Background: an optimization exercise with open tools, aiming at small area. Do not read the settings as production practice. Function was checked by simulation only, so behaviour that the tests miss may differ from the original. Power figures rest on the tool's default switching activity, not on a simulated workload.

run A:
// xgmii_pktgen
module xgmii_pktgen (
    input  wire logic        Clk,
    input  wire logic        Reset,
    input  wire logic        gen_en,
    input  wire logic [31:0] gen_num,
    input  wire logic [15:0] idle_len,
    input  wire logic [15:0] cfg_len,
    input  wire logic [47:0] cfg_dmac,
    input  wire logic [47:0] cfg_smac,
    input  wire logic [31:0] cfg_dip,
    input  wire logic [31:0] cfg_sip,
    input  wire logic [15:0] cfg_dp,
    input  wire logic [15:0] cfg_sp,
    input  wire logic [6:0]  cfg_mode,
    output logic      [63:0] txd,
    output logic      [7:0]  txc,
    output wire logic        tx_done
);
Settings: LEC_CHECK=0, CAP_MARGIN=20, CORE_MARGIN=2, CORE_UTILIZATION=40, SLEW_MARGIN=20; clock period 6.4 ns.
standard.sh (not shown) runs the stock make flow with config.mk's settings and CLKGATE_MAP_FILE= SYNTH_SCRIPT=/design/flow/synth_recipe.tcl, a recipe that flattens the netlist after the stock synthesis.
==> flow/flow/run.sh <==
#!/bin/bash
# The standard layout (the standard.sh, ORFS synthesis to final), with
# every input and output port still buffered, but by the smallest buffer
# cell instead of the one buffer_ports picks by default. make's own output
# goes to flow_make.log; each ORFS step logs to orfs/logs/ as usual.
set -euo pipefail
bash standard.sh "BUFFER_PORTS_ARGS=-buffer_cell sky130_fd_sc_hd__buf_1" finish > flow_make.log 2>&1
The flow did not stop early for run A: all stages ran, and the layout cleared the timing, design-rule and antenna checks.
Relative to run A, the following input files were edited for run B:
Settings: CTS_BUF_LIST newly set to sky130_fd_sc_hd__clkbuf_8; CTS_CLUSTER_SIZE newly set to 25.
--- outcome ---
Of run B and run A, the run reporting the lower slack of the critical path was run A. Core utilization: run B lower than run A. The lower portion of the clock cycle consumed by the worst path in the final layout of run B and run A is in run B. Proportion of cell area occupied by registers: run B vs run A, no meaningful difference. For run A, the group with the largest share of power was the clock network, unlike run B, where it was sequential cells. Relative to run A, the internal power component measured on run B has decreased by more than 10%. Run A has a higher area overhead of the layout relative to synthesis than run B. When run B is measured against run A, its share of total power in the clock network turns out 7.2 points lower. In the metrics for run B and run A, the one carrying the higher global-route usage is run A. Going from run A to run B, largest stage delay on the critical path now larger; synthesized cell count comparable.

== v6 ==
xgmii_pktgen, a different RTL version from the one above (not shown whole).
Size: ~1,200 cells after synthesis, about 9300 um^2 of cells after synthesis.
clock: 6.4 ns
lec_check: 0
cap_margin: 20
core_margin: 2
core_utilization: 60
cts_buf_list: sky130_fd_sc_hd__clkbuf_8
cts_cluster_size: 25
place_density: 0.72
setup_slack_margin: 0.02
slew_margin: 20
==> flow/flow/run.sh <==
#!/bin/bash
# The standard layout (the standard.sh, ORFS synthesis to final), with
# two ORFS options set: every input and output port is still buffered, but
# by the smallest buffer cell instead of the one buffer_ports picks by
# default; and clock tree synthesis runs with its usual arguments (plus the
# buffer list and cluster size from config.mk) but adds no dummy loads.
# make's own output goes to flow_make.log; each ORFS step logs to
# orfs/logs/ as usual.
set -euo pipefail
bash standard.sh \
  "BUFFER_PORTS_ARGS=-buffer_cell sky130_fd_sc_hd__buf_1" \
  "CTS_ARGS=-sink_clustering_enable -repair_clock_nets -sink_clustering_size 25 -buf_list sky130_fd_sc_hd__clkbuf_8 -dont_use_dummy_load" \
  finish > flow_make.log 2>&1
The final layout from v6, which completed every stage, passed the timing, design-rule and antenna checks at the end of the flow.
> inputs changed (v6 -> v7)
- a change of SETUP_SLACK_MARGIN from 0.02 to 0.05
==> results.txt <==
On via count, v7 and v6 are basically level. Design area (v7 vs. v6) increases slightly. Summary of v7 over v6: wire length has remained practically unchanged; number of DRC markers in iteration 0 moved up; areal power density over the cells lower; switching share of power level; share of the final layout cell area in multi-input gates shows no meaningful change.

## main
xgmii_pktgen, a different RTL version from the one above (not shown whole).
Size: roughly 1300 cells after synthesis, about 78 flip-flops.
==> flow/design.v (excerpt) <==
module xgmii_pktgen (
    input  wire logic        Clk,
    input  wire logic        Reset,
    input  wire logic        gen_en,
    input  wire logic [31:0] gen_num,
    input  wire logic [15:0] idle_len,
    input  wire logic [15:0] cfg_len,
    input  wire logic [47:0] cfg_dmac,
    input  wire logic [47:0] cfg_smac,
    input  wire logic [31:0] cfg_dip,
    input  wire logic [31:0] cfg_sip,
    input  wire logic [15:0] cfg_dp,
    input  wire logic [15:0] cfg_sp,
    input  wire logic [6:0]  cfg_mode,
    output logic      [63:0] txd,
    output logic      [7:0]  txc,
    output wire logic        tx_done
);
Settings: LEC_CHECK=0, CAP_MARGIN=20, CORE_MARGIN=2, CORE_UTILIZATION=60, CTS_BUF_LIST=sky130_fd_sc_hd__clkbuf_8, CTS_CLUSTER_SIZE=25, PLACE_DENSITY=0.72, SLEW_MARGIN=20; clock period 6.4 ns.
==> flow/flow/run.sh <==
#!/bin/bash
# The standard layout (the standard.sh, ORFS synthesis to final), with
# every input and output port still buffered, but by the smallest buffer
# cell instead of the one buffer_ports picks by default. make's own output
# goes to flow_make.log; each ORFS step logs to orfs/logs/ as usual.
set -euo pipefail
bash standard.sh "BUFFER_PORTS_ARGS=-buffer_cell sky130_fd_sc_hd__buf_1" finish > flow_make.log 2>&1
#### Input delta (the feature branch over main)
Settings: a change of CORE_UTILIZATION from 60 to 40; a deleted PLACE_DENSITY that had been 0.72.
[summary]
The feature branch finished every stage and its layout cleared the timing, design-rule and antenna checks.
Diff main -> the feature branch: number of gates given a new drive strength after cts closely matched the old numbers, clock skew rose by 4.8 ps, worst-path maximum fanout moved down, number of logic stages on the critical path including buffering rose 1, total chip power now larger.
main → the feature branch: power share of the combinational group has increased, tightest hold margin shows no meaningful change, overall global routing resource usage fell 11 points, overall die area saw an increase.
Compared with main, the feature branch has extra setup slack.

==> afterwards: timing with drivers on the ports <==
In the flow no input, the clock included, has a driving cell. The finished layouts below were timed again as built, in two steps.
Step 1 sets driving cells, clkbuf_16 on the clock port and buf_2 on the other inputs (assumed; they add their load-dependent delay and slew).
Step 2 times the ports against the registers' clock, not the clock port: input delays grow and output delays shrink by t, the midpoint of the rising clock arrivals with the driver on.
Three values: no drivers, after step 1, after step 2; two values: the first two.
| run | t (ns) | setup slack, ns | latest minus earliest clock arrival (ns) | slew at the worst register clock pin (ns) | cell pins on the clock port's net |
|---|---|---|---|---|---|
| run A | 0.399 | 0.172 / 0.152 / 0.152 | 0.015 / 0.016 | 0.07 / 0.07 | 1 |
| run B | 0.410 | 0.207 / 0.163 / 0.208 | 0.023 / 0.023 | 0.10 / 0.10 | 1 |
| v6 | 0.420 | 0.110 / 0.082 / 0.082 | 0.025 / 0.025 | 0.09 / 0.09 | 1 |
| v7 | 0.417 | 0.111 / 0.084 / 0.084 | 0.022 / 0.023 | 0.09 / 0.09 | 1 |
| main | 0.428 | 0.140 / 0.116 / 0.116 | 0.018 / 0.018 | 0.10 / 0.10 | 1 |
| the feature branch | 0.416 | 0.218 / 0.198 / 0.198 | 0.023 / 0.023 | 0.10 / 0.10 | 1 |
After both steps setup and hold are still met in every run listed. For v6, which loses most, drivers alone change the setup slack by -0.028 ns; drivers and shift together by -0.028 ns.
